What follows belongs to an exercise in optimizing a design on an open flow for small area, a short achievable clock period and few clock cycles per item; a production flow would make more cautious choices.
RTL that was checked went through simulation tests only; none was proved equivalent to the original.
No functional check of the RTL was part of runs 3 and 4.
Power figures rest on the tool's default switching activity, not on a simulated workload.

### design/flow/run.sh
#!/bin/bash
# synth_recipe.tcl (not shown) runs the flow's synth.tcl, then flattens the netlist and writes it again
# the make line also repeats each setting of config.mk as NAME=value (left out here)
make -C /OpenROAD-flow-scripts/flow DESIGN_CONFIG=/design/flow/config.mk WORK_HOME=/design/flow/orfs CLKGATE_MAP_FILE= SYNTH_SCRIPT=/design/flow/synth_recipe.tcl finish
### design/flow/config.mk
export PLATFORM = sky130hd
export DESIGN_NAME = div_top
export DESIGN_NICKNAME = div_top
export VERILOG_FILES = /design/flow/design.v
export SDC_FILE = /design/flow/constraint.sdc
export NUM_CORES = 4
export LEC_CHECK = 0
export CAP_MARGIN = 20
export CORE_MARGIN = 2
export CORE_UTILIZATION = 40
export SETUP_SLACK_MARGIN = 2.0
export SLEW_MARGIN = 20
export SYNTH_HIERARCHICAL = 1
### design/flow/constraint.sdc
create_clock -name core_clock -period 5.5 [get_ports {CLK}]
set_input_delay 1.1000 -clock core_clock [delete_from_list [all_inputs] [get_ports {CLK}]]
set_output_delay 1.1000 -clock core_clock [all_outputs]
set_load 0.01 [all_outputs]
### design/flow/design.v
`default_nettype none
package div_pkg;
  localparam int DATA_W = 32;
  localparam int STEPS    = 1;
  localparam int PREP_REG = 1;
  localparam int QB     = 2 * STEPS;         
  localparam int QB_LG  = (QB <= 1) ? 0 : (QB <= 2) ? 1 : (QB <= 4) ? 2 : 3;
  localparam int DVS_W  = DATA_W + QB;       
  localparam int CNT_W  = 6 - QB_LG;         
  localparam logic [DATA_W-1:0] INT_MIN = {1'b1, {(DATA_W-1){1'b0}}};
  localparam logic [1:0] OP_DIV  = 2'd0;
  localparam logic [1:0] OP_DIVU = 2'd1;
  localparam logic [1:0] OP_REM  = 2'd2;
  localparam logic [1:0] OP_REMU = 2'd3;
  localparam int OP_REM_BIT   = 1;
  localparam int OP_UNSGN_BIT = 0;
endpackage
`default_nettype wire
`timescale 1ns/1ps
`default_nettype none
module div_add #(
  parameter int W = 32
) (
  input  wire  [W-1:0] a,
  input  wire  [W-1:0] b,
  input  wire          cin,
  output logic [W-1:0] sum,
  output logic         cout
);
  localparam int LV = (W < 32) ? 5 : (W < 64) ? 6 : 7;   
  logic [LV:0][W:0] g;
  logic [LV:0][W:0] p;
  assign g[0] = {a & b, cin};
  assign p[0] = {a ^ b, 1'b0};
  for (genvar l = 0; l < LV; l++) begin : g_lvl
    for (genvar i = 0; i <= W; i++) begin : g_bit
      if (i >= (1 << l)) begin : g_op
        assign g[l+1][i] = g[l][i] | (p[l][i] & g[l][i - (1 << l)]);
        assign p[l+1][i] = p[l][i] & p[l][i - (1 << l)];
      end else begin : g_pass
        assign g[l+1][i] = g[l][i];
        assign p[l+1][i] = p[l][i];
      end
    end
  end
  assign sum  = p[0][W:1] ^ g[LV][W-1:0];
  assign cout = g[LV][W];
endmodule
module div_radix4_stage #(
  parameter int DVW = 34
) (
  input  wire  [div_pkg::DATA_W-1:0]    in_rem,
  input  wire  [DVW-1:0]                in_dvs,
  output logic [div_pkg::DATA_W-1:0]    out_rem,
  output logic [1:0]                    digit
);
  localparam int DW = div_pkg::DATA_W;
  localparam int XW = DVW + 2;   
  logic [XW-1:0] r, ne, ne2, s3, c3;
  logic [XW-1:0] d1, d2, d3;
  logic          q1, q2, q3;
  assign r   = {{(XW-DW){1'b0}}, in_rem};
  assign ne  = ~{3'b000, in_dvs[DVW-1:1]};
  assign ne2 = ~{2'b00, in_dvs};
  assign s3 = r ^ ne ^ ne2;
  assign c3 = (r & ne) | (r & ne2) | (ne & ne2);
  div_add #(.W(XW)) u_d1 (.a(r),  .b(ne),                  .cin(1'b1), .sum(d1), .cout(q1));
  div_add #(.W(XW)) u_d2 (.a(r),  .b(ne2),                 .cin(1'b1), .sum(d2), .cout(q2));
  div_add #(.W(XW)) u_d3 (.a(s3), .b({c3[XW-2:0], 1'b1}),  .cin(1'b1), .sum(d3), .cout());
  assign q3 = ~d3[XW-1];
  always_comb begin
    if (q3) begin
      out_rem = d3[DW-1:0];
      digit   = 2'd3;
    end else if (q2) begin
      out_rem = d2[DW-1:0];
      digit   = 2'd2;
    end else if (q1) begin
      out_rem = d1[DW-1:0];
      digit   = 2'd1;
    end else begin
      out_rem = in_rem;
      digit   = 2'd0;
    end
  end
endmodule
`default_nettype wire
`timescale 1ns/1ps
`default_nettype none
module div_stage_array (
  input  wire                          CLK,
  input  wire                          RST_N,
  input  wire                          sel,    
  input  wire                          load,   
  input  wire                          take,   
  input  wire  [div_pkg::DATA_W-1:0]   in_rem,
  input  wire  [div_pkg::DVS_W-1:0]    in_dvs,
  input  wire  [div_pkg::CNT_W-1:0]    in_cnt,
  input  wire                          in_neg,
  input  wire                          in_op_rem,
  output logic [div_pkg::DATA_W-1:0]   rem,
  output logic [div_pkg::DATA_W-1:0]   quo,
  output logic                         neg,
  output logic                         op_rem,
  input  wire                          in_q_ones,
  output logic                         q_ones,
  output logic                         done,
  output logic                         busy,
  output logic                         valid
);
  localparam int DW = div_pkg::DATA_W;
  localparam int VW = div_pkg::DVS_W;
  localparam int QB = div_pkg::QB;
  localparam int ST = div_pkg::STEPS;
  logic [VW-1:0]             dvs;
  logic [div_pkg::CNT_W-1:0] cnt;
  logic [DW-1:0]             s_rem, s_quo;
  logic [VW-1:0]             s_dvs;
  logic [div_pkg::CNT_W-1:0] s_cnt;
  logic [ST:0][DW-1:0]       t_rem;
  logic [ST-1:0][1:0]        t_dig;
  logic                      step;
  assign s_rem = sel ? in_rem : rem;
  assign s_quo = sel ? '0 : quo;
  assign s_dvs = sel ? in_dvs : dvs;
  assign s_cnt = sel ? in_cnt : cnt;
  assign t_rem[0] = s_rem;
  for (genvar g = 0; g < ST; g++) begin : g_step
    div_radix4_stage #(.DVW(VW - 2*g)) u_step (
      .in_rem  (t_rem[g]),
      .in_dvs  (s_dvs[VW-1:2*g]),
      .out_rem (t_rem[g+1]),
      .digit   (t_dig[g])
    );
  end
  always_ff @(posedge CLK) begin
    if (!RST_N) begin
      busy <= 1'b0;
    end else begin
      busy <= step & (s_cnt > 1);
    end
  end
  assign done = valid & ~busy;
  assign step = load | busy;
  always_ff @(posedge CLK) begin
    if (!RST_N) begin
      valid <= 1'b0;
    end else if (load) begin
      valid <= 1'b1;
    end else if (take) begin
      valid <= 1'b0;
    end
  end
  always_ff @(posedge CLK) begin
    if (step) begin
      rem <= t_rem[ST];
      quo <= {s_quo[DW-QB-1:0], t_dig};
      dvs <= {{QB{1'b0}}, s_dvs[VW-1:QB]};
      cnt <= (s_cnt != '0) ? s_cnt - 1'b1 : s_cnt;
    end
    if (load) begin
      neg    <= in_neg;
      op_rem <= in_op_rem;
      q_ones <= in_q_ones;
    end
  end
endmodule
`default_nettype wire
`timescale 1ns/1ps
`default_nettype none
module div_operand_prep (
  input  wire                          CLK,
  input  wire                          RST_N,
  input  wire  [div_pkg::DATA_W-1:0]   req_a,
  input  wire  [div_pkg::DATA_W-1:0]   req_b,
  input  wire  [1:0]                   req_op,
  input  wire                          accept,   
  input  wire                          take,     
  output logic                         free,     
  output logic [div_pkg::DATA_W-1:0]   rem,      
  output logic [div_pkg::DVS_W-1:0]    dvs,      
  output logic [div_pkg::CNT_W-1:0]    cnt,      
  output logic                         q_ones,   
  output logic                         neg,      
  output logic                         op_rem,
  output logic                         valid
);
  localparam int DW = div_pkg::DATA_W;
  localparam int QB = div_pkg::QB;
  logic          sgn, a_neg, b_neg;
  logic [DW-1:0] a_mag, b_mag;
  logic [DW-1:0] m_a, m_b;
  logic          m_dz, m_a_neg, m_q_neg, m_rem, m_valid;
  assign sgn   = ~req_op[div_pkg::OP_UNSGN_BIT];
  assign a_neg = sgn & req_a[DW-1];
  assign b_neg = sgn & req_b[DW-1];
  div_cneg #(.W(DW)) u_nega (.x(req_a), .neg(a_neg), .y(a_mag));
  div_cneg #(.W(DW)) u_negb (.x(req_b), .neg(b_neg), .y(b_mag));
  if (div_pkg::PREP_REG != 0) begin : g_mag_reg
    logic mv;
    always_ff @(posedge CLK) begin
      if (!RST_N) begin
        mv <= 1'b0;
      end else if (accept) begin
        mv <= 1'b1;
      end else if (take | ~valid) begin
        mv <= 1'b0;
      end
    end
    always_ff @(posedge CLK) begin
      if (accept) begin
        m_a     <= a_mag;
        m_b     <= b_mag;
        m_dz    <= (req_b == '0);
        m_a_neg <= a_neg;
        m_q_neg <= a_neg ^ b_neg;
        m_rem   <= req_op[div_pkg::OP_REM_BIT];
      end
    end
    assign m_valid = mv;
    assign free    = ~mv | ~valid;
  end else begin : g_mag_comb
    assign m_a     = a_mag;
    assign m_b     = b_mag;
    assign m_dz    = (req_b == '0);
    assign m_a_neg = a_neg;
    assign m_q_neg = a_neg ^ b_neg;
    assign m_rem   = req_op[div_pkg::OP_REM_BIT];
    assign m_valid = accept;
    assign free    = ~valid;
  end
  logic [5:0]           la, lb;
  logic [6:0]           k;
  logic [DW+QB-1:0]     sh;
  logic [div_pkg::CNT_W-1:0] n_cnt;
  div_lzc u_lza (.x(m_a), .n(la));
  div_lzc u_lzb (.x(m_b), .n(lb));
  assign k     = {1'b0, lb} - {1'b0, la};
  assign sh    = {{QB{1'b0}}, m_b} << (k[4:0] | 5'(QB - 1));
  assign n_cnt = (m_dz || k[6]) ? '0 : (k[5:0] >> div_pkg::QB_LG) + 1'b1;
  logic load_s;
  assign load_s = m_valid & (~valid | take);
  always_ff @(posedge CLK) begin
    if (!RST_N) begin
      valid <= 1'b0;
    end else if (load_s) begin
      valid <= 1'b1;
    end else if (take) begin
      valid <= 1'b0;
    end
  end
  always_ff @(posedge CLK) begin
    if (load_s) begin
      rem    <= m_a;
      dvs    <= (n_cnt == '0) ? '1 : sh;
      cnt    <= n_cnt;
      q_ones <= m_dz & ~m_rem;
      neg    <= m_rem ? m_a_neg : m_q_neg & ~m_dz;
      op_rem <= m_rem;
    end
  end
endmodule
`default_nettype wire
`default_nettype none
module div_lzc (
  input  wire  [31:0] x,
  output logic [5:0]  n
);
  logic [15:0]      v0;
  logic [15:0][0:0] c0;
  logic [7:0]       v1;
  logic [7:0][1:0]  c1;
  logic [3:0]       v2;
  logic [3:0][2:0]  c2;
  logic [1:0]       v3;
  logic [1:0][3:0]  c3;
  logic             v4;
  logic [4:0]       c4;
  for (genvar i = 0; i < 16; i++) begin : g_l0
    assign v0[i] = x[2*i+1] | x[2*i];
    assign c0[i] = ~x[2*i+1];
  end
  for (genvar i = 0; i < 8; i++) begin : g_l1
    assign v1[i] = v0[2*i+1] | v0[2*i];
    assign c1[i] = v0[2*i+1] ? {1'b0, c0[2*i+1]} : {1'b1, c0[2*i]};
  end
  for (genvar i = 0; i < 4; i++) begin : g_l2
    assign v2[i] = v1[2*i+1] | v1[2*i];
    assign c2[i] = v1[2*i+1] ? {1'b0, c1[2*i+1]} : {1'b1, c1[2*i]};
  end
  for (genvar i = 0; i < 2; i++) begin : g_l3
    assign v3[i] = v2[2*i+1] | v2[2*i];
    assign c3[i] = v2[2*i+1] ? {1'b0, c2[2*i+1]} : {1'b1, c2[2*i]};
  end
  assign v4 = v3[1] | v3[0];
  assign c4 = v3[1] ? {1'b0, c3[1]} : {1'b1, c3[0]};
  assign n = v4 ? {1'b0, c4} : 6'd32;
endmodule
module div_cneg #(
  parameter int W = 32
) (
  input  wire  [W-1:0] x,
  input  wire          neg,
  output logic [W-1:0] y
);
  localparam int LV = (W <= 32) ? 5 : 6;   
  logic [LV:0][W-1:0] o;
  assign o[0] = {x[W-2:0], 1'b0};
  for (genvar l = 0; l < LV; l++) begin : g_lvl
    for (genvar i = 0; i < W; i++) begin : g_bit
      if (i >= (1 << l)) begin : g_op
        assign o[l+1][i] = o[l][i] | o[l][i - (1 << l)];
      end else begin : g_pass
        assign o[l+1][i] = o[l][i];
      end
    end
  end
  assign y = x ^ ({W{neg}} & o[LV]);
endmodule
`default_nettype wire
`timescale 1ns/1ps
`default_nettype none
module div_result_fix (
  input  wire                          CLK,
  input  wire                          RST_N,
  input  wire  [div_pkg::DATA_W-1:0]   rem,
  input  wire  [div_pkg::DATA_W-1:0]   quo,
  input  wire                          neg,
  input  wire                          op_rem,
  input  wire                          q_ones,
  input  wire                          take,
  input  wire                          res_ready,
  output logic [div_pkg::DATA_W-1:0]   res,
  output logic                         res_valid
);
  logic [div_pkg::DATA_W-1:0] mag, sgn_mag;
  assign mag = op_rem ? rem : quo;
  div_cneg #(.W(div_pkg::DATA_W)) u_neg (.x(mag), .neg(neg), .y(sgn_mag));
  always_ff @(posedge CLK) begin
    if (!RST_N) begin
      res_valid <= 1'b0;
    end else if (take) begin
      res_valid <= 1'b1;
    end else if (res_ready) begin
      res_valid <= 1'b0;
    end
  end
  always_ff @(posedge CLK) begin
    if (take) begin
      res <= q_ones ? '1 : sgn_mag;
    end
  end
endmodule
`default_nettype wire
`timescale 1ns/1ps
`default_nettype none
module div_top (
  input  wire                         CLK,
  input  wire                         RST_N,
  input  wire  [div_pkg::DATA_W-1:0]  req_a,
  input  wire  [div_pkg::DATA_W-1:0]  req_b,
  input  wire  [1:0]                  req_op,
  input  wire                         req_valid,
  output logic                        req_ready,
  output logic [div_pkg::DATA_W-1:0]  res,
  output logic                        res_valid,
  input  wire                         res_ready
);
  localparam int DW = div_pkg::DATA_W;
  logic [DW-1:0]              p_rem;
  logic [div_pkg::DVS_W-1:0]  p_dvs;
  logic [div_pkg::CNT_W-1:0]  p_cnt;
  logic                       p_q_ones, p_neg, p_op_rem, p_valid, p_free;
  logic [DW-1:0]              c_rem, c_quo;
  logic                       c_neg, c_op_rem, c_q_ones, c_done, c_busy, c_valid;
  logic                       take, sel, load, accept;
  assign take      = c_done & (~res_valid | res_ready);
  assign sel       = p_valid & ~c_busy;
  assign load      = p_valid & (~c_valid | take);
  assign req_ready = RST_N & (p_free | load);
  assign accept    = req_valid & req_ready;
  div_operand_prep u_prep (
    .CLK    (CLK),
    .RST_N  (RST_N),
    .req_a  (req_a),
    .req_b  (req_b),
    .req_op (req_op),
    .accept (accept),
    .take   (load),
    .free   (p_free),
    .rem    (p_rem),
    .dvs    (p_dvs),
    .cnt    (p_cnt),
    .q_ones (p_q_ones),
    .neg    (p_neg),
    .op_rem (p_op_rem),
    .valid  (p_valid)
  );
  div_stage_array u_core (
    .CLK       (CLK),
    .RST_N     (RST_N),
    .sel       (sel),
    .load      (load),
    .take      (take),
    .in_rem    (p_rem),
    .in_dvs    (p_dvs),
    .in_cnt    (p_cnt),
    .in_neg    (p_neg),
    .in_op_rem (p_op_rem),
    .rem       (c_rem),
    .quo       (c_quo),
    .neg       (c_neg),
    .op_rem    (c_op_rem),
    .in_q_ones (p_q_ones),
    .q_ones    (c_q_ones),
    .done      (c_done),
    .busy      (c_busy),
    .valid     (c_valid)
  );
  div_result_fix u_fix (
    .CLK       (CLK),
    .RST_N     (RST_N),
    .rem       (c_rem),
    .quo       (c_quo),
    .neg       (c_neg),
    .op_rem    (c_op_rem),
    .q_ones    (c_q_ones),
    .take      (take),
    .res_ready (res_ready),
    .res       (res),
    .res_valid (res_valid)
  );
endmodule
`default_nettype wire
==> results of run 1 <==
[report_power, final]
part | internal [mW] | switching, mW
Sequential | 2.67 | 0.154
Clock | 1.24 | 0.886
Combinational | 2.76 | 3.05
Total | 6.67 | 4.09
[sequential cells by signal, indices dropped and copies added (netlist names), 5 cells and up]
name,count
u_prep.m_b,32
u_core.rem,32
u_core.cnt,5
u_prep.cnt,5
u_core.quo,32
u_core.dvs,32
u_prep.rem,32
u_prep.m_a,32
u_fix.res,32
u_prep.dvs,34
[per-stage QoR]
| stage | util [%] | power (mW) | area, um^2 |
|---|---|---|---|
| floorplan | - | 6.61 | 23500 |
| global placement | 44.1 | 7.74 | 25000 |
| detailed placement | 44.2 | 7.76 | 25000 |
| CTS | 49.2 | 10.5 | 27800 |
| global route | 50.1 | 11.3 | 28300 |
| finish | 50.1 | 10.8 | 28300 |
[final cells by class]
cell class / count / area share, %
multi-input combinational: 1689 / 51.2
sequential: 283 / 29.8
timing repair buffer: 272 / 10.6
tap: 756 / 3.34
clock buffer: 41 / 3.09
inverter: 90 / 1.32
clock inverter: 19 / 0.574
[cell usage in the layout (no fill, tap or decap), types with 35 or more instances in the layout]
cell type          n
mux2i_1           56
clkdlybuf4s50_1  102
a21o_1            65
buf_4            109
o31ai_1           35
nor2_1           102
edfxtp_1         278
a21oi_1          135
xnor2_1          158
o21ai_0           36
mux2_4            76
nand2_1          113
inv_1             66
ha_1              98
or2_2             43
clkbuf_16         38
mux2_2            57
nor2b_1           68
[timing repair]
item                                    in CTS  in global routing
hold buffers                                 0                  0
resized for setup                          132                 68
endpoints found under the setup margin      82                202
buffers inserted                            99                 24
pin swaps                                   45                 48
gates cloned                                17                  3
[per-layer routing]
metal | vias up | share of wire [%]
met5 | - | 0
met2 | 535 | 48
met3 | 125 | 4.6
met4 | 0 | 3.7
met1 | 8694 | 43
li1 | 8420 | -
[path summary, 6_finish.rpt]
check,from,endpoint,slack [ns],depth (start not counted)
setup / recovery,u_prep.valid,u_core.rem[16],0.63,20
hold / removal,u_prep.q_ones,u_core.q_ones,0.43,0
setup reg to reg,u_prep.valid,u_core.rem[16],0.63,20
hold reg to reg,u_prep.q_ones,u_core.q_ones,0.43,0
==> results.txt, run 1 <==
- The flow ran to the end and the layout has no timing, DRC or antenna violations.
- The reported leakage power is 10.6 nW.
- The gate family responsible for the most delay along the worst path is compound AO/OA/AOI/OAI gates.
- The final sum of negative setup slack is 0 ns.
- Dividing the detail-routed via count by the number of cells gives 5.64.
- The area of the placeable core is 56600 um^2.
- STA classifies the critical path startpoint as a flop.
- The total count of hold-check failures in the final report was 0.
- The synthesized netlist cell count is 2131.
- The floorplan has 87 rows.
- Together, buffers and inverters on the worst path number 6.
- The area of the die is 59500 um^2.
- The post-synthesis average cell area is roughly 11 um^2.
- The signal on the critical path passes through nor2b_4, buf_12, buf_16, buf_4, mux2_4, fa_1, ha_4, nand4_4, or3_4, a211oi_4, o211ai_4, nor2_4, o22ai_4, o211ai_2, xor2_2, buf_6, buf_12, nor2b_4, clkbuf_16, a221o_1.
- The worst path needs 4.87 ns of the cycle, external delays included.
- The transition at the pin with the smallest max-transition slack is 0.995 ns.
- The top-level I/O count is around 100.
- For this run the aggregate overflow at the end of global routing stands at 0.
- The first-pass GRT wire length is roughly 100000 um.
- In this run the worst path has a maximum fanout of 8.
- In the final layout, the multi-input gates occupy around 15000 um^2.
- Based on the critical path, the design can be clocked at up to roughly 210 MHz.
- The buffer depth of the longest clock path is 3.
- The critical path is of the flop to flop type.
- The met3 capacity usage during global routing is under 10%.
- Detailed routing inserted a total of between 15000 and 20000 vias.
- The areal power density over the cells is 380 nW/um^2.
- The global placer's final weighted congestion is 0.932.
- The count of endpoints failing setup in the final report is 0.
- The HPWL after detailed placement is around 48000 um.
- The starting DRC count in detailed routing is 1196.
- The final net count is 2594.
- The final antenna-violating net count is 0.
- The count of pins over their slew limit is 0.
- The global-route track usage on met1 is 27.7%.
- The effective utilization at floorplan is around two fifths.
- The horizontal die dimension is 244 um.
- In this run the tool buffered the top-level ports with 103 buffer cells.
- The largest stage delay on the critical path is about 0.52 ns.
- The max-capacitance violation count is 0.
- The worst relative slew slack is 33.7%.
- The largest net degree at the start of global routing is 75.
- The first detailed-routing pass took 5 iterations.
- For the worst setup path, the data required time is roughly 5.8 ns.
- The post-route DRC violation count is 0.
- The synthesized netlist occupies a cell area of 23000 um^2.
- The peak supply drop is just under 0.2 mV.
- In this run the number of H-tree levels came out at 2.
- For this run, the total global-route usage over all layers was measured as 21.5%.
- The minimum hold slack is 0.425 ns.
- The number of global-route vias before repair is between 15000 and 20000.
- Clock skew on the completed layout was measured at around 0.032 ns.
- Before CTS, the worst setup slack after placement is 0.297 ns.
- The tightest min-delay check is of the flop to flop type.
- Counting tap cells, the placed design contains a total of 2947 instances.
- The count of fill cells added during filler insertion is 5066.
- The layer flagged by global routing as most heavily used is met2.
- The final critical path takes up between 80% and 90% of the cycle.
- The clock tree from TritonCTS is yes.
- Clock-pin slew was measured on the worst setup and hold paths at 0.05 ns.
- In this run the vertical extent of the chip is between 200 and 250 um.
- Across all setup checks in the final design, the least slack found is 0.630 ns.
- The antenna cell count is 0.
- From synthesis to final layout, the design area changed by 23.2%.
- The worst path arrival time is 5.15 ns.
- The total area of sequential cells is 8450 um^2.
- The critical path capture point type is a flop.
- The final non-filler cell total is 3150.
- The clock network latency to the later pin of the worst-skew pair is approximately 0.56 ns.
- The number of antenna violations at the first check in global routing is 1.
- The post-detailed-routing wire length is 64700 um.
- Setup repair after global routing could not meet its margin everywhere.
- The tree built by TritonCTS fans out to 283 sinks.
- Global routing used 37.3% of the available met2 tracks.
- The share of post-route cells with drive strength above 1 is 26.0%.
- CTS placed an instance of clkbuf_16 at the clock tree root.
- During synthesis, Yosys emitted a total of 10 warnings.
- The slowest library cell on the worst path is fa_1.
- The detailed-route wire length per cell is 20.6 um.
- The number of buffers created by CTS is 34.
Testbench counts, summed over its fixed seeds: cycles 51,178, items 16,000.
==> run 2, diff against run 1 <==
--- a/design/flow/config.mk
+++ b/design/flow/config.mk
@@ -8,6 +8,4 @@
 export CAP_MARGIN = 20
 export CORE_MARGIN = 2
 export CORE_UTILIZATION = 40
-export SETUP_SLACK_MARGIN = 2.0
 export SLEW_MARGIN = 20
-export SYNTH_HIERARCHICAL = 1
==> run 2 against run 1 <==
  * Via count down 4.3%
  * Combinational power down 15%
  * Synthesized cell count up 4.6%
  * Clock skew down 0.0059 ns
  * Sequential share of layout area up 4.0 points
  * Non-clock buffer count down 78
  * Total power down 7.2%
  * Critical endpoint unchanged
==> results.txt, run 2 <==
- The library cell used most frequently in the layout, excluding fill and tap cells, is edfxtp_1.
- The final sum of negative setup slack came to 0 ns (unchanged).
- The number of cells on the worst reg-to-reg path is 19 (-5.0%).
- The worst relative slew slack is 33.5% (-0.23 points).
- The post-route DRC violation count is 0 (unchanged).
- The number of global-route vias before repair was 16600 (-6.5%).
- The all-layer global routing usage is 20.7% (-0.81 points).
- The worst path required time is 5.79 ns (about the same).
- The estimated wirelength of the detail-placed design is 46900 um (-2.1%).
- The antenna cell count was 0 (unchanged).
- The post-detailed-routing wire length came to 58500 um (-9.6%).
- The tree is rooted in a clkbuf_16.
- The top achievable clock speed came to 195 MHz (-4.8%).
- The placement row count is 84 (-3.4%).
- The area of the die was 55400 um^2 (-6.8%).
- The via total after detailed routing is 17000 (-4.3%).
- Setup repair after global routing left no endpoint under its margin.
- The share of flip-flops with an asynchronous set or reset is 0%.
- The effective utilization at floorplan came to 40.6% (about the same).
- The worst path arrival time came to 5.41 ns (+0.26 ns).
- In the layout the commonest cells are edfxtp_1, nand2_1, xnor2_1.
- By startpoint and endpoint, the worst setup path is classified as flop to flop.
- The max-capacitance violation count is 0 (unchanged).
- The netlist uses 82 different library cells.
- The buffer depth of the longest clock path came to 3 (unchanged).
- The areal power density over the cells is 400 nW/um^2 (+5.3%).
- The top flip-flop cell by instance count after synthesis is edfxtp_1.
- The commonest cells after synthesis are edfxtp_1, nand2_1, xnor2_1.
- The clock sink count was 283 (unchanged).
- The layout overhead on the synthesized area is 16.6%.
- The horizontal die dimension came to 235 um (-3.4%).
- The minimum clock period is 5.12 ns (+0.245 ns).
- The count of fill cells added during filler insertion is 4955 (-2.2%).
- The top-level I/O count was 104 (unchanged).
- The routed wire length on met3 is 3620 um (+21%).
- The clock network latency to the later pin of the worst-skew pair was 0.56 ns (about the same).
- The area of the placeable core is 52800 um^2 (-6.8%).
- The peak supply drop is 0.194 mV (-2.0%).
- The total count of hold-check failures in the final report was 0 (unchanged).
- The first-pass GRT wire length is 91200 um (-9.6%).
- The synthesized netlist cell count is 2230 (+4.6%).
- The number of cells on the worst hold path came to 0 (unchanged).
- The number of instances in the placed design came to 3031 (+2.9%).
- The final non-filler cell total is 3095 (-1.7%).
- The maximum fanout count along the critical path is 24 (+16).
- The proportion of synthesized chip area in sequential cells is 39.4%.
- The number of buffers created by CTS was 34 (unchanged).
- The number of H-tree branching levels is 2 (unchanged).
- The post-synthesis cell area is 21400 um^2 (-6.9%).
- The transition at the pin with the smallest max-transition slack is 0.998 ns (+0.00351 ns).
- The reported leakage power is 9.73 nW (-8.1%).
- The final net count came to 2565 (-1.1%).
- The largest total area in the synthesized netlist belongs to edfxtp_1.
- By instance count, the leading cell after synthesis is edfxtp_1.
- The count of pins over their slew limit is 0 (unchanged).
- The largest clock skew in the final design was 0.0257 ns (-0.00593 ns).
- The detailed-route wire length per cell is 18.9 um (-8.0%).
- u_prep.dvs holds more flip-flops than any other register.
- The count of endpoints failing setup in the final report is 0 (unchanged).
- The via-per-instance ratio was 5.49 (-2.6%).
- The global placer's final weighted congestion is 0.920 (-1.3%).
- The uppermost signal routing layer after detailed routing is met4.
- The post-synthesis average cell area was 9.61 um^2 (-11%).
- The share of post-route cells with drive strength above 1 is 8.68% (-17 points).
- The first-pass iteration count of the detailed router was 7 (+2).
- The portion of the clock cycle consumed by the worst path in the final layout is 93.0% (+4.5 points).
- The synthesis warning total is 4 (-6).
- The flip-flop count of the largest register, all copies and words added is 34 (unchanged).
- The clock-pin slew reported for the worst setup and hold paths after clock tree synthesis is 0.06 ns (about the same).
- The post-route core utilization is 47.4% (-2.7 points).
- By area the synthesized netlist is led by edfxtp_1, mux2i_1, xnor2_1.
- The number of antenna violations at the first check in global routing is 0 (-1).
- The height of the die is 235 um (-3.4%).
- Counting flops and latches in the post-synthesis netlist gives around 280.
- In this run, synthesis inferred about 280 flip-flops with an integrated enable.
- The routed length on met1 is 27100 um (-3.2%).
- The flow ran to the end and the layout has no timing, DRC or antenna violations.
- The number of port buffers is 103 (unchanged).
- The final antenna-violating net count is 0 (unchanged).
- The amount of wire on met2 after detailed routing is 26200 um (-16%).
- The total congestion overflow after global routing is 0 (unchanged).
- The type of the most critical hold path is flop to flop.
- The minimum setup slack among reg-to-reg paths is 0.38 ns (-0.25 ns).
- The clock tree from TritonCTS is yes.
- The worst setup path is captured at a flop.
- The startpoint type of the worst setup path is a flop.
- The largest net degree at the start of global routing is 74 (-1.3%).
- The fraction of post-synthesis cell area in the top cell type by area is about two fifths.
- The starting DRC count in detailed routing was 1187 (-0.75%).
-- run 2: area by class of cell --
class | instances | area, um^2 | share of cell area (%)
sequential | 283 | 8450 | 33.8
timing repair buffer | 194 | 1810 | 7.26
multi-input combinational | 1721 | 12200 | 48.9
clock inverter | 17 | 190 | 0.761
tap | 688 | 861 | 3.45
inverter | 151 | 568 | 2.27
clock buffer | 41 | 877 | 3.51
-- run 2: layer usage --
layer,vias up,GRT usage (%)
met3,97,3.45
met4,0,6.37
met2,502,33.4
met5,-,0
met1,7981,28.5
li1,8421,-
-- run 2: path summary, 6_finish.rpt --
kind / end / from
worst min-delay path: u_core.q_ones / u_prep.q_ones
worst max-delay path: u_core.rem[16] / u_core.busy
worst max register to register: u_core.rem[16] / u_core.busy
worst min register to register: u_core.q_ones / u_prep.q_ones
-- run 2: stage by stage --
| step | total power, mW | hold slack, ns | setup slack [ns] | instance area [um^2] |
|---|---|---|---|---|
| after floorplan | 6.27 | 0.400 | -0.00410 | 21500 |
| after global placement | 7.71 | 0.408 | 0.122 | 23900 |
| after detailed placement | 7.76 | 0.407 | 0.0747 | 23900 |
| after CTS | 9.97 | 0.419 | 0.206 | 24900 |
| after global routing | 10.6 | 0.438 | 0.0197 | 25000 |
| final | 9.99 | 0.420 | 0.385 | 25000 |
-- run 2: repair_timing --
action | CTS | global route
hold buffers | 0 | 0
setup endpoints to repair | 0 | 41
setup buffers | 0 | 6
gates resized for setup | 0 | 4
-- run 2: cell families (layout without fill, tap and decap cells) --
| group | Yosys count | in the layout | synth area share (%) |
|---|---|---|---|
| fa+ha+maj | 129 | 129 | 7.87 |
| buf+inv | 226 | 403 | 4.03 |
| flops | 283 | 283 | 39.4 |
| simple gates | 665 | 665 | 15.6 |
| compound gates | 533 | 533 | 15.7 |
| mux | 170 | 170 | 8.21 |
| xor+xnor | 224 | 224 | 9.19 |
-- run 2: power breakdown --
| part | total, mW | leakage [nW] | switching, mW | internal (mW) |
|---|---|---|---|---|
| clock | 2.16 | 0.512 | 0.918 | 1.25 |
| sequential | 2.91 | 2.56 | 0.208 | 2.71 |
| combinational | 4.91 | 6.66 | 2.82 | 2.08 |
-- run 2: critical path: stages (launching register included) --
cell      delay [ns]
dfxtp_1         0.40
nor2b_4         0.42
buf_12          0.22
nor2_1          0.05
a21oi_1         0.45
ha_1            0.35
nand2b_1        0.14
ha_1            0.31
nand2_1         0.12
nor2_1          0.06
a221o_1         0.30
a21oi_1         0.33
o21ai_1         0.24
a211oi_2        0.30
o21a_1          0.22
buf_4           0.14
o21ba_2         0.22
buf_12          0.19
nor2_1          0.07
a221o_1         0.28
==> run 3, diff against run 2 <==
--- a/design/flow/design.v
+++ b/design/flow/design.v
@@ -1,8 +1,7 @@
 `default_nettype none
 package div_pkg;
   localparam int DATA_W = 32;
-  localparam int STEPS    = 1;
-  localparam int PREP_REG = 1;
+  localparam int STEPS = 1;
   localparam int QB     = 2 * STEPS;         
   localparam int QB_LG  = (QB <= 1) ? 0 : (QB <= 2) ? 1 : (QB <= 4) ? 2 : 3;
   localparam int DVS_W  = DATA_W + QB;       
@@ -176,7 +175,6 @@
   input  wire  [1:0]                   req_op,
   input  wire                          accept,   
   input  wire                          take,     
-  output logic                         free,     
   output logic [div_pkg::DATA_W-1:0]   rem,      
   output logic [div_pkg::DVS_W-1:0]    dvs,      
   output logic [div_pkg::CNT_W-1:0]    cnt,      
@@ -187,76 +185,49 @@
 );
   localparam int DW = div_pkg::DATA_W;
   localparam int QB = div_pkg::QB;
-  logic          sgn, a_neg, b_neg;
-  logic [DW-1:0] a_mag, b_mag;
-  logic [DW-1:0] m_a, m_b;
-  logic          m_dz, m_a_neg, m_q_neg, m_rem, m_valid;
+  logic                      sgn, a_neg, b_neg, dz, op_r, a_p2, b_p2;
+  logic [DW-1:0]             a_mag, b_mag;
+  logic [5:0]                la, lb;
+  logic [6:0]                k;
+  logic [DW+QB-1:0]          sh;
+  logic [div_pkg::CNT_W-1:0] n_cnt;
   assign sgn   = ~req_op[div_pkg::OP_UNSGN_BIT];
+  assign op_r  = req_op[div_pkg::OP_REM_BIT];
   assign a_neg = sgn & req_a[DW-1];
   assign b_neg = sgn & req_b[DW-1];
+  assign dz    = (req_b == '0);
   div_cneg #(.W(DW)) u_nega (.x(req_a), .neg(a_neg), .y(a_mag));
   div_cneg #(.W(DW)) u_negb (.x(req_b), .neg(b_neg), .y(b_mag));
-  if (div_pkg::PREP_REG != 0) begin : g_mag_reg
-    logic mv;
-    always_ff @(posedge CLK) begin
-      if (!RST_N) begin
-        mv <= 1'b0;
-      end else if (accept) begin
-        mv <= 1'b1;
-      end else if (take | ~valid) begin
-        mv <= 1'b0;
-      end
-    end
-    always_ff @(posedge CLK) begin
-      if (accept) begin
-        m_a     <= a_mag;
-        m_b     <= b_mag;
-        m_dz    <= (req_b == '0);
-        m_a_neg <= a_neg;
-        m_q_neg <= a_neg ^ b_neg;
-        m_rem   <= req_op[div_pkg::OP_REM_BIT];
-      end
+  div_lzc u_lza (.x(req_a ^ {DW{a_neg}}), .n(la));
+  div_lzc u_lzb (.x(req_b ^ {DW{b_neg}}), .n(lb));
+  always_comb begin
+    a_p2 = a_neg;
+    b_p2 = b_neg;
+    for (int i = 0; i < DW-1; i++) begin
+      a_p2 = a_p2 & (req_a[i+1] | ~req_a[i]);
+      b_p2 = b_p2 & (req_b[i+1] | ~req_b[i]);
     end
-    assign m_valid = mv;
-    assign free    = ~mv | ~valid;
-  end else begin : g_mag_comb
-    assign m_a     = a_mag;
-    assign m_b     = b_mag;
-    assign m_dz    = (req_b == '0);
-    assign m_a_neg = a_neg;
-    assign m_q_neg = a_neg ^ b_neg;
-    assign m_rem   = req_op[div_pkg::OP_REM_BIT];
-    assign m_valid = accept;
-    assign free    = ~valid;
-  end
-  logic [5:0]           la, lb;
-  logic [6:0]           k;
-  logic [DW+QB-1:0]     sh;
-  logic [div_pkg::CNT_W-1:0] n_cnt;
-  div_lzc u_lza (.x(m_a), .n(la));
-  div_lzc u_lzb (.x(m_b), .n(lb));
-  assign k     = {1'b0, lb} - {1'b0, la};
-  assign sh    = {{QB{1'b0}}, m_b} << (k[4:0] | 5'(QB - 1));
-  assign n_cnt = (m_dz || k[6]) ? '0 : (k[5:0] >> div_pkg::QB_LG) + 1'b1;
-  logic load_s;
-  assign load_s = m_valid & (~valid | take);
+  end
+  assign k     = {1'b0, lb} - {1'b0, la} + {6'd0, a_p2} - {6'd0, b_p2};
+  assign sh    = {{QB{1'b0}}, b_mag} << (k[4:0] | 5'd1);
+  assign n_cnt = (dz || k[6]) ? '0 : (k[5:0] >> div_pkg::QB_LG) + 1'b1;
   always_ff @(posedge CLK) begin
     if (!RST_N) begin
       valid <= 1'b0;
-    end else if (load_s) begin
+    end else if (accept) begin
       valid <= 1'b1;
     end else if (take) begin
       valid <= 1'b0;
     end
   end
   always_ff @(posedge CLK) begin
-    if (load_s) begin
-      rem    <= m_a;
+    if (accept) begin
+      rem    <= a_mag;
       dvs    <= (n_cnt == '0) ? '1 : sh;
       cnt    <= n_cnt;
-      q_ones <= m_dz & ~m_rem;
-      neg    <= m_rem ? m_a_neg : m_q_neg & ~m_dz;
-      op_rem <= m_rem;
+      q_ones <= dz & ~op_r;
+      neg    <= op_r ? a_neg : (a_neg ^ b_neg) & ~dz;
+      op_rem <= op_r;
     end
   end
 endmodule
@@ -321,35 +292,17 @@
 `timescale 1ns/1ps
 `default_nettype none
 module div_result_fix (
-  input  wire                          CLK,
-  input  wire                          RST_N,
   input  wire  [div_pkg::DATA_W-1:0]   rem,
   input  wire  [div_pkg::DATA_W-1:0]   quo,
   input  wire                          neg,
   input  wire                          op_rem,
   input  wire                          q_ones,
-  input  wire                          take,
-  input  wire                          res_ready,
-  output logic [div_pkg::DATA_W-1:0]   res,
-  output logic                         res_valid
+  output logic [div_pkg::DATA_W-1:0]   res
 );
   logic [div_pkg::DATA_W-1:0] mag, sgn_mag;
   assign mag = op_rem ? rem : quo;
   div_cneg #(.W(div_pkg::DATA_W)) u_neg (.x(mag), .neg(neg), .y(sgn_mag));
-  always_ff @(posedge CLK) begin
-    if (!RST_N) begin
-      res_valid <= 1'b0;
-    end else if (take) begin
-      res_valid <= 1'b1;
-    end else if (res_ready) begin
-      res_valid <= 1'b0;
-    end
-  end
-  always_ff @(posedge CLK) begin
-    if (take) begin
-      res <= q_ones ? '1 : sgn_mag;
-    end
-  end
+  assign res = q_ones ? '1 : sgn_mag;
 endmodule
 `default_nettype wire
 `timescale 1ns/1ps
@@ -370,14 +323,14 @@
   logic [DW-1:0]              p_rem;
   logic [div_pkg::DVS_W-1:0]  p_dvs;
   logic [div_pkg::CNT_W-1:0]  p_cnt;
-  logic                       p_q_ones, p_neg, p_op_rem, p_valid, p_free;
+  logic                       p_q_ones, p_neg, p_op_rem, p_valid;
   logic [DW-1:0]              c_rem, c_quo;
   logic                       c_neg, c_op_rem, c_q_ones, c_done, c_busy, c_valid;
   logic                       take, sel, load, accept;
-  assign take      = c_done & (~res_valid | res_ready);
+  assign take      = c_done & res_ready;
   assign sel       = p_valid & ~c_busy;
   assign load      = p_valid & (~c_valid | take);
-  assign req_ready = RST_N & (p_free | load);
+  assign req_ready = RST_N & (~p_valid | load);
   assign accept    = req_valid & req_ready;
   div_operand_prep u_prep (
     .CLK    (CLK),
@@ -387,7 +340,6 @@
     .req_op (req_op),
     .accept (accept),
     .take   (load),
-    .free   (p_free),
     .rem    (p_rem),
     .dvs    (p_dvs),
     .cnt    (p_cnt),
@@ -418,17 +370,13 @@
     .valid     (c_valid)
   );
   div_result_fix u_fix (
-    .CLK       (CLK),
-    .RST_N     (RST_N),
     .rem       (c_rem),
     .quo       (c_quo),
     .neg       (c_neg),
     .op_rem    (c_op_rem),
     .q_ones    (c_q_ones),
-    .take      (take),
-    .res_ready (res_ready),
-    .res       (res),
-    .res_valid (res_valid)
+    .res       (res)
   );
+  assign res_valid = c_done;
 endmodule
 `default_nettype wire
==> run 3 against run 2 <==
  * Now fails the layout checks on setup timing
  * Count of clock-buffer cells in the layout fell by 24
  * Hold slack improved by 0.033 ns
  * Flip-flop and latch count shrank 102
  * Combinational power rose by 81%
  * Via count is 12% higher
==> results.txt, run 3 <==
- The count of flip-flops with a built-in enable after synthesis is 178 (-36%).
- The all-layer global routing usage came to 25.8% (+5.1 points).
- The minimum clock period came to 5.60 ns (+0.487 ns).
- The worst setup slack before clock tree synthesis is -1.19 ns (-1.26 ns).
- The post-synthesis cell area is 20000 um^2 (-6.9%).
- Among all stages on the critical path, the largest delay is contributed by or4_4.
- The total count of hold-check failures in the final report is 0 (unchanged).
- The reported leakage power is 10.4 nW (+7.2%).
- The share of flip-flops with an asynchronous set or reset was 0% (unchanged).
- The estimated wirelength of the detail-placed design is 53500 um (+14%).
- The area of the placeable core was 49100 um^2 (-7.0%).
- The share of post-route cells with drive strength above 1 is 22.2% (+13 points).
- The post-layout worst setup margin is -0.102 ns (-0.487 ns).
- The overall power of the completed layout is 12.4 mW (+24%).
- The horizontal die dimension was 227 um (-3.4%).
- The type of the setup path with the least slack is input port to flop.
- The synthesized netlist cell count is 2318 (+3.9%).
- The clock tree from TritonCTS is yes.
- The number of port buffers is 103 (unchanged).
- The global placer's final weighted congestion is 0.946 (+2.8%).
- The transition at the pin with the smallest max-transition slack is 1.03 ns (+0.0336 ns).
- The first-pass iteration count of the detailed router is 5 (-2).
- The worst relative slew slack is 31.2% (-2.2 points).
- The placement row count is 81 (-3.6%).
- The proportion of synthesized chip area in sequential cells is 27.1% (-12 points).
- The post-detailed-routing wire length came to 66900 um (+14%).
- The first-pass GRT wire length is 104000 um (+15%).
- The number of H-tree branching levels was 4 (+2).
- The total congestion overflow after global routing was 0 (unchanged).
- The total of hold buffers inserted after clock tree synthesis is 0 (unchanged).
- Setup repair after global routing could not meet its margin everywhere.
- The top flip-flop cell by instance count after synthesis is edfxtp_1.
- The final non-filler cell total was 3317 (+7.2%).
- The synthesis warning total is 3 (-1).
- The via-per-instance ratio was 5.73 (+4.3%).
- The library cells used most frequently in the layout, excluding fill and tap cells, are buf_4, edfxtp_1, nand2_1.
- The final design instance area without fill was 25200 um^2 (+1.0%).
- The largest net degree at the start of global routing is 75 (+1.4%).
- The final net count is 2863 (+12%).
- The run finished, with violations left.
- The portion of the clock cycle consumed by the worst path in the final layout is 102% (+8.9 points).
- The buffer depth of the longest clock path is 2 (-1).
- The maximum fanout count along the critical path is 5 (-79%).
- The reasons given for failing layout checks are setup timing.
- The number of antenna violations at the first check in global routing is 0 (unchanged).
- The flip-flop count of the largest register, all copies and words added is 34 (unchanged).
- The most common cell in the netlist is edfxtp_1.
- The number of global-route vias before repair is 18500 (+11%).
- The largest stage delay on the critical path is 0.56 ns (+0.11 ns).
- Leaving out fill and tap cells, the most frequent cell in the layout is buf_4.
- The type of the most critical hold path is flop to flop.
- The count of unique library cells instantiated by Yosys is 93 (+13%).
- The count of pins over their slew limit was 0 (unchanged).
- The post-synthesis average cell area is 8.61 um^2 (-10%).
- The minimum setup slack among reg-to-reg paths is 0.49 ns (+0.11 ns).
- The worst path arrival time came to 5.81 ns (+0.40 ns).
- The count of endpoints failing setup in the final report is 22 (+22).
- The detailed-route wire length per cell came to 20.2 um (+6.6%).
- The clock sink count is 181 (-36%).
- The launch point of the critical path is req_a[11].
- The worst setup path is captured at a flop.
- The largest clock skew in the final design is 0.0180 ns (-0.00770 ns).
- The clock-pin slew reported for the worst setup and hold paths after clock tree synthesis came to 0.08 ns (+0.02 ns).
- The fraction of post-synthesis cell area in the top cell type by area is 26.8% (-12 points).
- The starting DRC count in detailed routing is 1553 (+31%).
- The startpoint type of the worst setup path is an input port.
- The number of instances in the placed design was 3250 (+7.2%).
- The register ranked first by flip-flop count is u_prep.dvs.
- The area of the die was 51700 um^2 (-6.8%).
- The clock root buffer is clkbuf_16.
- The post-route DRC violation count is 0 (unchanged).
- The placed standard-cell area is 23800 um^2 (-0.16%).
- The peak supply drop was 0.312 mV (+60%).
- The worst hold path begins at u_prep.q_ones.
- The clock network latency to the later pin of the worst-skew pair is 0.45 ns (-0.11 ns).
- Ranked by instance count, the synthesized netlist is headed by edfxtp_1, nand2_1, a21oi_1.
- The number of buffers created by CTS is 17 (-50%).
- The cell type with the largest total area after synthesis is edfxtp_1.
- The via total after detailed routing is 19000 (+12%).
- Ranked by total cell area, the synthesized netlist is headed by edfxtp_1, ha_1, mux2i_1.
- The final antenna-violating net count is 0 (unchanged).
- The max-capacitance violation count is 0 (unchanged).
- The areal power density over the cells is 492 nW/um^2 (+23%).
- The antenna cell count was 0 (unchanged).
- The beginning of the worst register-to-register path is u_prep.valid.
- The top achievable clock speed came to 179 MHz (-8.7%).
- The flop and latch count out of synthesis was 181 (-36%).
- The effective utilization at floorplan came to 40.7% (+0.066 points).
- The top-level I/O count is 104 (unchanged).
- The final sum of negative setup slack is -0.817 ns (-0.817 ns).
- The height of the die is 227 um (-3.4%).
- The worst path required time is 5.71 ns (-0.08 ns).
- The area growth from synthesis to layout is 26.5%.
-- run 3: final cells by class --
type,instances,area (um^2)
clock inverter,15,174
timing repair buffer,455,3930
inverter,108,423
fill,4671,23800
sequential,181,5410
clock buffer,17,425
tap,664,831
multi-input combinational,1877,14100
-- run 3: cells by family after synthesis --
group,synth area share [%]
compound gates,22.8
xor+xnor,7.37
fa+ha+maj,10.9
buf+inv,5.20
flops,27.1
mux,8.90
simple gates,17.7
-- run 3: metrics by stage --
step / hold slack [ns] / utilization [%]
2_1_floorplan: 0.400 / -
3_3_place_gp: 0.430 / 48.6
3_5_place_dp: 0.432 / 48.6
4_1_cts: 0.451 / 50.7
5_1_grt: 0.478 / 51.5
6_report: 0.453 / 51.5
-- run 3: timing repair --
action,in CTS,in global routing
setup endpoints to repair,37,38
cloned,2,0
buffers inserted,25,8
gates resized for setup,111,79
pin swaps,40,40
-- run 3: metal layers --
metal  global-route usage, %  part of all wire [%]  vias up
met5                       0                     0        -
met4                    8.45                   3.1        0
met3                    3.10                   5.1       91
met2                    43.6                    47      574
met1                    34.2                    44     9118
li1                        -                     -     9230
-- run 3: critical path, delay by kind of cell --
family / cells / cell delay (ns)
AO/OA/AOI/OAI: 11 / 1.59
AND/OR/NAND/NOR: 7 / 1.22
adder cells (fa/ha/maj): 4 / 1.51
buffers and inverters: 5 / 0.39
-- run 3: path summary, 6_finish.rpt --
path	cells after the start	to
max	27	u_prep.dvs[33]
min	0	u_core.q_ones
max reg2reg	14	u_core.rem[11]
min reg2reg	0	u_core.q_ones
-- run 3: report_power, final --
group          switching, mW  leakage [nW]  internal (mW)
logic                   4.99          8.43           3.91
clock network          0.662         0.286          0.616
registers              0.244          1.71           2.01
total                   5.89          10.4           6.53
==> run 4, diff against run 3 <==
--- a/design/flow/design.v
+++ b/design/flow/design.v
@@ -94,7 +94,7 @@
   input  wire                          take,   
   input  wire  [div_pkg::DATA_W-1:0]   in_rem,
   input  wire  [div_pkg::DVS_W-1:0]    in_dvs,
-  input  wire  [div_pkg::CNT_W-1:0]    in_cnt,
+  input  wire  [div_pkg::CNT_W-1:0]    in_cnt,   
   input  wire                          in_neg,
   input  wire                          in_op_rem,
   output logic [div_pkg::DATA_W-1:0]   rem,
@@ -122,7 +122,7 @@
   assign s_rem = sel ? in_rem : rem;
   assign s_quo = sel ? '0 : quo;
   assign s_dvs = sel ? in_dvs : dvs;
-  assign s_cnt = sel ? in_cnt : cnt;
+  assign s_cnt = sel ? in_cnt : cnt - 1'b1;
   assign t_rem[0] = s_rem;
   for (genvar g = 0; g < ST; g++) begin : g_step
     div_radix4_stage #(.DVW(VW - 2*g)) u_step (
@@ -136,7 +136,7 @@
     if (!RST_N) begin
       busy <= 1'b0;
     end else begin
-      busy <= step & (s_cnt > 1);
+      busy <= step & (s_cnt != '0);
     end
   end
   assign done = valid & ~busy;
@@ -155,7 +155,7 @@
       rem <= t_rem[ST];
       quo <= {s_quo[DW-QB-1:0], t_dig};
       dvs <= {{QB{1'b0}}, s_dvs[VW-1:QB]};
-      cnt <= (s_cnt != '0) ? s_cnt - 1'b1 : s_cnt;
+      cnt <= s_cnt;
     end
     if (load) begin
       neg    <= in_neg;
@@ -188,7 +188,8 @@
   logic                      sgn, a_neg, b_neg, dz, op_r, a_p2, b_p2;
   logic [DW-1:0]             a_mag, b_mag;
   logic [5:0]                la, lb;
-  logic [6:0]                k;
+  logic [6:0]                t, k;
+  logic                      none;
   logic [DW+QB-1:0]          sh;
   logic [div_pkg::CNT_W-1:0] n_cnt;
   assign sgn   = ~req_op[div_pkg::OP_UNSGN_BIT];
@@ -208,9 +209,11 @@
       b_p2 = b_p2 & (req_b[i+1] | ~req_b[i]);
     end
   end
-  assign k     = {1'b0, lb} - {1'b0, la} + {6'd0, a_p2} - {6'd0, b_p2};
+  div_add #(.W(7)) u_t (.a({1'b0, lb}), .b(~{1'b0, la}), .cin(a_p2),  .sum(t), .cout());
+  div_add #(.W(7)) u_k (.a(t),          .b(7'd0),        .cin(~b_p2), .sum(k), .cout());
+  assign none  = dz | k[6];
   assign sh    = {{QB{1'b0}}, b_mag} << (k[4:0] | 5'd1);
-  assign n_cnt = (dz || k[6]) ? '0 : (k[5:0] >> div_pkg::QB_LG) + 1'b1;
+  assign n_cnt = none ? '0 : k[5:1];
   always_ff @(posedge CLK) begin
     if (!RST_N) begin
       valid <= 1'b0;
@@ -223,7 +226,7 @@
   always_ff @(posedge CLK) begin
     if (accept) begin
       rem    <= a_mag;
-      dvs    <= (n_cnt == '0) ? '1 : sh;
+      dvs    <= sh | {(DW+QB){none}};
       cnt    <= n_cnt;
       q_ones <= dz & ~op_r;
       neg    <= op_r ? a_neg : (a_neg ^ b_neg) & ~dz;
--- a/design/flow/config.mk
+++ b/design/flow/config.mk
@@ -8,4 +8,5 @@
 export CAP_MARGIN = 20
 export CORE_MARGIN = 2
 export CORE_UTILIZATION = 40
+export SETUP_SLACK_MARGIN = 0.8
 export SLEW_MARGIN = 20
==> run 4 against run 3 <==
  * Critical path depth did not move
  * Die area fell by 3.2%
  * Largest power group unchanged
  * Synthesized area fell by 3.2%
  * Critical endpoint is now u_prep.dvs[30]
  * Global-route usage fell by 0.26 points
  * Clock skew rose by 0.0060 ns
  * Fmax rose by 9.2%
  * Cell count rose by 0.42%
  * Now clean on timing, DRC and antenna
  * Utilization rose by 5.0 points
==> results.txt, run 4 <==
- The number of instances in the placed design was 3191 (-1.8%).
- The top-level I/O count is 104 (unchanged).
- Leaving out fill and tap cells, the most frequent cell in the layout is buf_4.
- The clock network latency to the later pin of the worst-skew pair is 0.47 ns (+0.02 ns).
- The switching share of power is 45.0% (-2.4 points).
- The horizontal die dimension came to 224 um (-1.6%).
- The post-route DRC violation count is 0 (unchanged).
- In this run the critical register-to-register path is captured at u_core.rem[9].
- The fraction of post-synthesis cell area in the top cell type by area was 27.7% (+0.90 points).
- The total area of sequential cells is 5410 um^2 (about the same).
- In this run the worst setup path begins at req_op[0].
- The maximum fanout count along the critical path is 5 (unchanged).
- The number of buffers created by CTS is 17 (unchanged).
- The startpoint identified for the worst hold timing path is u_prep.q_ones.
- The minimum clock period was 5.13 ns (-0.474 ns).
- Ranked by total cell area, the synthesized netlist is headed by edfxtp_1, ha_1, mux2i_1.
- The area of the placeable core is 47600 um^2 (-2.9%).
- The flop and latch count out of synthesis was 181 (unchanged).
- The sequential share of power is 15.9% (-2.2 points).
- The area share of and/or/nand/nor cells after synthesis is 21.0% (+3.3 points).
- The fraction of the mapped netlist area in adder cells is 10.5% (-0.43 points).
- The post-layout worst setup margin is 0.372 ns (+0.474 ns).
- In the synthesized netlist, the cells that appear most often are nand2_1, edfxtp_1, a21oi_1.
- The areal power density over the cells is 517 nW/um^2 (+5.0%).
- The layout overhead on the synthesized area is 39.2%.
- The effective utilization at floorplan is 40.5% (-0.16 points).
- The number of global-route vias before repair was 18400 (-0.44%).
- The total congestion overflow after global routing is 0 (unchanged).
- The first-pass GRT wire length is 101000 um (-3.2%).
- The number of antenna violations at the first check in global routing is 0 (unchanged).
- The synthesis warning total is 3 (unchanged).
- The largest net degree at the start of global routing was 75 (unchanged).
- The detailed-route wire length per cell is 20.0 um (-0.66%).
- The post-synthesis mux area share is 7.74% (-1.2 points).
- The final non-filler cell total is 3331 (+0.42%).
- The number of H-tree branching levels is 4 (unchanged).
- The final sum of negative setup slack is 0 ns (+0.817 ns).
- The internal cell power is 7.64 mW (+17%).
- The antenna cell count came to 0 (unchanged).
- The beginning of the worst register-to-register path is u_prep.valid.
- The estimated wirelength of the detail-placed design was 49900 um (-6.6%).
- The placement row count came to 80 (-1.2%).
- The parity-gate share of the synthesized area counting xor and xnor cells came to 8.24% (+0.87 points).
- The type of the most critical hold path is flop to flop.
- The all-layer global routing usage is 25.5% (-0.26 points).
- Setup repair after global routing could not meet its margin everywhere.
- The post-synthesis average cell area was 8.48 um^2 (-1.5%).
- The compound-cell area share of the yosys netlist is 19.8% (-3.0 points).
- The worst path required time is 5.71 ns (about the same).
- The via total after detailed routing is 19200 (+0.95%).
- The top achievable clock speed was 195 MHz (+9.2%).
- The critical path capture point type is a flop.
- The number of port buffers came to 103 (unchanged).
- The largest clock skew in the final design was 0.0240 ns (+0.00600 ns).
- The area of the die is 50000 um^2 (-3.2%).
- The post-route core utilization is 56.4% (+5.0 points).
- The setup path with the least slack is of type input port to flop.
- The flow ran to the end and the layout has no timing, DRC or antenna violations.
- For this design, the slowest cell found on the critical path is ha_1.
- The worst relative slew slack came to 36.7% (+5.5 points).
- The overall power of the completed layout is 13.9 mW (+12%).
- The clock sink count came to 181 (unchanged).
- The clock root buffer is clkbuf_16.
- The share of post-route cells with drive strength above 1 is 28.7% (+6.5 points).
- The end point of the critical path is u_prep.dvs[30].
- TritonCTS built the clock tree.
- The count of pins over their slew limit is 0 (unchanged).
- More flip-flops sit in one register than any other, and that register is u_prep.dvs.
- The area occupied by multi-input gates is 14700 um^2 (+4.3%).
- The global placer's final weighted congestion came to 1.00 (+6.2%).
- The largest stage delay on the critical path was 0.32 ns (-0.24 ns).
- STA classifies the critical path startpoint as an input port.
- The count of flip-flops with a built-in enable after synthesis came to 178 (unchanged).
- The count of endpoints failing setup in the final report came to 0 (-100%).
- The net switching power of the design is 6.25 mW (+6.1%).
- The count of unique library cells instantiated by Yosys is 93 (unchanged).
- The top flip-flop cell by instance count after synthesis is edfxtp_1.
- The starting DRC count in detailed routing came to 1531 (-1.4%).
- The peak supply drop is 0.300 mV (-3.8%).
- The flip-flop count of the largest register, all copies and words added was 34 (unchanged).
- The total count of hold-check failures in the final report is 0 (unchanged).
- The height of the die was 224 um (-1.6%).
- The cell type with the largest total area after synthesis is edfxtp_1.
- The minimum setup slack among reg-to-reg paths is 0.83 ns (+0.34 ns).
- The worst path arrival time is 5.33 ns (-0.48 ns).
- The buffer depth of the longest clock path is 2 (unchanged).
- The cell that appears most often on the critical path is a21oi_2.
- By area, the combinational part of the netlist is dominated by simple AND/OR/NAND/NOR gates.
- The library cells used most frequently in the layout, excluding fill and tap cells, are buf_4, nand2_1, edfxtp_1.
- The worst setup slack before clock tree synthesis is -0.535 ns (+0.653 ns).
- The final net count is 2915 (+1.8%).
- The portion of the clock cycle consumed by the worst path in the final layout is 93.2% (-8.6 points).
- The final antenna-violating net count is 0 (unchanged).
- The share of total power in combinational logic is 75.0% (+3.4 points).
- The max-capacitance violation count is 0 (unchanged).
- The reported leakage power is 10.9 nW (+4.9%).
- The via-per-instance ratio is 5.76 (+0.52%).
- The share of flip-flops with an asynchronous set or reset was 0% (unchanged).
- The number of cells on the worst reg-to-reg path was 20 (+6).
- The transition at the pin with the smallest max-transition slack is 0.950 ns (-0.0821 ns).
- The clock network fraction of design power was 9.1% (-1.2 points).
- The post-detailed-routing wire length is 66700 um (-0.24%).
- nand2_1 is the most common cell in the netlist.
- The proportion of synthesized chip area in sequential cells is 28.0% (+0.91 points).
- The synthesized netlist cell count was 2277 (-1.8%).
- The post-synthesis cell area was 19300 um^2 (-3.2%).
- The first-pass iteration count of the detailed router is 6 (+1).
- The clock-pin slew reported for the worst setup and hold paths after clock tree synthesis is 0.08 ns (about the same).
- The count of fill cells added during filler insertion is 4217 (-9.7%).
-- run 4: cell types whose count changed in the layout (fill, tap and decap cells not counted), sizes merged, moves of 16 or more --
cell	change
buf	+80
nand2b	+29
nor2b	+18
mux2	-34
clkbuf	+17
nand2	+98
nor2	-17
a21o	-31
nand3	-16
nor3	-19
inv	-16
-- run 4: cell families after synthesis --
family                   count (synthesis)
XOR/XNOR                               179
buffers and inverters                  226
AO/OA/AOI/OAI                          593
flip-flops                             181
adder cells (fa/ha/maj)                142
multiplexers                           142
AND/OR/NAND/NOR                        814
-- run 4: final cells by class --
class / count / share of cell area (%)
Multi-Input combinational cell: 1871 / 54.5
Sequential cell: 181 / 20.1
Timing Repair Buffer: 539 / 18.9
Tap cell: 615 / 2.86
Clock buffer: 18 / 1.60
Inverter: 93 / 1.33
Clock inverter: 14 / 0.675
-- run 4: worst min-delay path by stage --
stage,end,slack (ns),cells after the start
after detailed placement,u_core.q_ones,0.41,0
after global routing,u_core.q_ones,0.45,0
after floorplan,u_core.neg,0.40,0
after global placement,u_core.q_ones,0.41,0
after CTS,u_core.q_ones,0.44,0
final,u_core.q_ones,0.44,0
-- run 4: repair_timing --
item,CTS,global route
cloned,13,9
hold buffers,0,0
pin swaps,74,95
setup endpoints to repair,90,84
setup buffers,53,33
resized for setup,243,189
-- run 4: layer usage --
metal / vias up / global-route usage [%] / share of wire (%)
li1: 9175 / - / -
met3: 113 / 3.02 / 5.2
met1: 9268 / 33.8 / 44
met4: 0 / 6.04 / 2.7
met5: - / 0 / 0
met2: 637 / 44.5 / 48
-- run 4: metrics by stage --
| step | instance area (um^2) | hold slack [ns] |
|---|---|---|
| after CTS | 25600 | 0.439 |
| after global placement | 23500 | 0.410 |
| after floorplan | 19800 | 0.400 |
| after detailed placement | 23500 | 0.415 |
| after global routing | 26900 | 0.450 |
| final | 26900 | 0.437 |
-- run 4: power groups by stage --
| stage | Clock, mW | Sequential [mW] | Combinational [mW] |
|---|---|---|---|
| detailed placement | 0 | 2.23 | 8.44 |
| global route | 1.34 | 2.24 | 11.3 |
| finish | 1.26 | 2.21 | 10.4 |
| global placement | 0 | 2.22 | 8.31 |
| CTS | 1.29 | 2.21 | 9.29 |
| floorplan | 0 | 2.12 | 5.80 |
-- run 4: worst max-delay path: cells and delay by family --
family | cells | cell delay [ns]
AOI/OAI and AO/OA | 13 | 2.33
adders and majority gates | 1 | 0.32
and+or+nand+nor | 5 | 0.52
buffers and inverters | 6 | 0.72
muxes | 1 | 0.19
xor gates and xnor gates | 1 | 0.14

## re-timing with driven ports
No port has a modelled driver above. Below, the same layouts with a new extraction and two added sets of constraints. Step 1 sets driving cells, clkbuf_16 on the clock port and buf_2 on the other inputs (assumed; they add their load-dependent delay and slew). Step 2 times the ports against the registers' clock, not the clock port: input delays grow and output delays shrink by t, the midpoint of the rising clock arrivals with the driver on. Three values: no drivers, after step 1, after step 2; two values: the first two.
| run | shift t [ns] | setup slack, ns | worst hold slack (ns) |
|---|---|---|---|
| run 1 | 0.605 | 0.630 / 0.630 / 0.630 | 0.425 / 0.425 / 0.425 |
| run 2 | 0.598 | 0.385 / 0.385 / 0.067 | 0.420 / 0.420 / 0.420 |
| run 3 | 0.499 | -0.102 / -0.079 / -0.578 | 0.453 / 0.453 / 0.453 |
| run 4 | 0.510 | 0.372 / 0.398 / -0.113 | 0.437 / 0.437 / 0.437 |
Met with ideal ports but missed after step 2: setup timing in run 4. The setup slack of run 4, which loses most, moves by +0.026 ns with the drivers and by -0.485 ns with both steps.
